This design comes from an exercise in tuning for small area, a short achievable clock period and few clock cycles per item on the open sky130 flow, not from production work. Function was checked by simulation only, so behaviour that the tests miss may differ from the original.

## rational_arithmetic_unit
module rational_arithmetic_unit
#(
	parameter int WIDTH = 32
) (
	input  wire          clk,
	input  wire          arst_n,
	input  wire          s_axis_tvalid,
	output logic         s_axis_tready,
	input  wire  [127:0] s_axis_tdata,   
	input  wire  [2:0]   s_axis_tuser,   
	output logic         m_axis_tvalid,
	input  wire          m_axis_tready,
	output logic [63:0]  m_axis_tdata,   
	output logic [1:0]   m_axis_tuser    
);
For scale: ~4800 cells after synthesis, ~540 flip-flops, about 42000 um^2 of cells after synthesis.
clock: 13.0 ns
lec_check: 0
cap_margin: 20
core_margin: 2
core_utilization: 40
cts_buf_list: sky130_fd_sc_hd__clkbuf_4 sky130_fd_sc_hd__clkbuf_8
slew_margin: 20
run.sh (not shown) runs the stock make flow with config.mk's settings and CLKGATE_MAP_FILE= SYNTH_SCRIPT=/design/flow/synth_recipe.tcl, a recipe that flattens the netlist after the stock synthesis.
Testbench counts at the start, summed over its fixed seeds: cycles 71,838, items 3,200.
Then changed:
--- a/flow/config.mk
+++ b/flow/config.mk
@@ -9,4 +9,3 @@
 export CORE_MARGIN = 2
-export CORE_UTILIZATION = 40
-export CTS_BUF_LIST = sky130_fd_sc_hd__clkbuf_4 sky130_fd_sc_hd__clkbuf_8
+export CORE_UTILIZATION = 60
 export SLEW_MARGIN = 20
After rerunning: Cell area goes down by 2.0%; clock-buffer cell count goes down by 50; first-iteration DRC count goes up by about 34%; wire length goes down by 6.1%.
Then changed:
--- a/flow/config.mk
+++ b/flow/config.mk
@@ -9,3 +9,3 @@
 export CORE_MARGIN = 2
-export CORE_UTILIZATION = 60
+export CORE_UTILIZATION = 75
 export SLEW_MARGIN = 20
Result: First-iteration DRC count is higher by 73%; flip-flop and latch count does not change; synthesized cell count is unchanged.
Then changed:
==> flow/flow/run.sh (new file) <==
#!/bin/bash
# The standard layout (standard.sh, unchanged synthesis and steps), with one
# change: the buffers that buffer_ports puts on every input and output port are
# sky130_fd_sc_hd__buf_1 instead of the tool's default choice.
# The make output of the whole layout goes to standard_flow.log here; each ORFS
# step also keeps its own log under orfs/logs/.
set -euo pipefail
export BUFFER_PORTS_ARGS="-buffer_cell sky130_fd_sc_hd__buf_1"
bash standard.sh finish > standard_flow.log 2>&1
==> flow/standard.sh (new file) <==
#!/bin/bash
# synth_recipe.tcl (not shown) runs the flow's synth.tcl, then flattens the netlist and writes it again
# the make line also repeats each setting of config.mk as NAME=value (left out here)
make -C /OpenROAD-flow-scripts/flow DESIGN_CONFIG=/design/flow/config.mk WORK_HOME=/design/flow/orfs CLKGATE_MAP_FILE= SYNTH_SCRIPT=/design/flow/synth_recipe.tcl "${@:-finish}"
--- a/flow/config.mk
+++ b/flow/config.mk
@@ -9,3 +9,3 @@
 export CORE_MARGIN = 2
-export CORE_UTILIZATION = 75
+export CORE_UTILIZATION = 40
 export SLEW_MARGIN = 20
removed: flow/run.sh
Synthesized area is unchanged.
Global-route usage shrinks by 25 points.
Final cell count went up by 12%.
Sequential share of layout area is about the same.
Worst hold slack barely changes.
Worst setup slack improved by 0.45 ns.
Design area hardly moves.
Flip-flop and latch count does not change.


## red
rational_arithmetic_unit again, from the RTL that the note above started with.
make LEC_CHECK=0 CAP_MARGIN=20 CORE_MARGIN=2 CORE_UTILIZATION=40 CTS_BUF_LIST=sky130_fd_sc_hd__clkbuf_8 SLEW_MARGIN=20 finish   # period 13.0 ns
Stock flow here: none of the scripts above is used.
Testbench counts of red, summed over its fixed seeds: cycles 71,838, items 3,200.
The following lists how blue was set up differently from red:
--- a/flow/config.mk
+++ b/flow/config.mk
@@ -11 +10,0 @@
-export CTS_BUF_LIST = sky130_fd_sc_hd__clkbuf_8
==> comparison <==
As far as overall track demand over capacity in global routing is concerned, blue and red perform about the same.
blue finished end to end and its layout was clean on timing, DRC and antenna.
Of blue and red, blue shows the lower number of antenna violations at the first check in global routing, with red above it.
| final cell count | blue vs red | 1.0% lower |
blue vs red, share of the cycle needed by the critical path after routing went down by 0.52 points.
In the metrics for blue and red, the one carrying the higher final worst-path setup slack is blue.

[afterwards: timing with drivers on the ports]
Ports are ideal in the flow. The routed layouts listed here were re-timed in OpenROAD. Step 1, drivers: a clkbuf_16 drives clk and a buf_2 each remaining input, both assumed. Step 2 moves the port delays by t, midway between the first and last clock arrival at a register: inputs arrive t later, outputs are due t later. That takes back most of the time a late clock gives input paths. Three values: ideal ports, drivers, drivers and shift; two values: the first two.
run | t, ns | setup WS [ns] | slew at the worst register clock pin (ns)
the first run of note 1 | 0.837 | 6.754 / 6.754 / 6.754 | 0.08 / 0.08
the second run of note 1 | 0.709 | 6.549 / 6.549 / 6.549 | 0.07 / 0.07
the third run of note 1 | 0.718 | 6.581 / 6.581 / 6.581 | 0.08 / 0.08
the fourth run of note 1 | 0.743 | 7.035 / 7.035 / 7.035 | 0.07 / 0.07
red | 0.837 | 6.738 / 6.738 / 6.738 | 0.08 / 0.08
blue | 0.704 | 6.806 / 6.806 / 6.806 | 0.07 / 0.07
After both steps setup and hold are still met in every run listed.
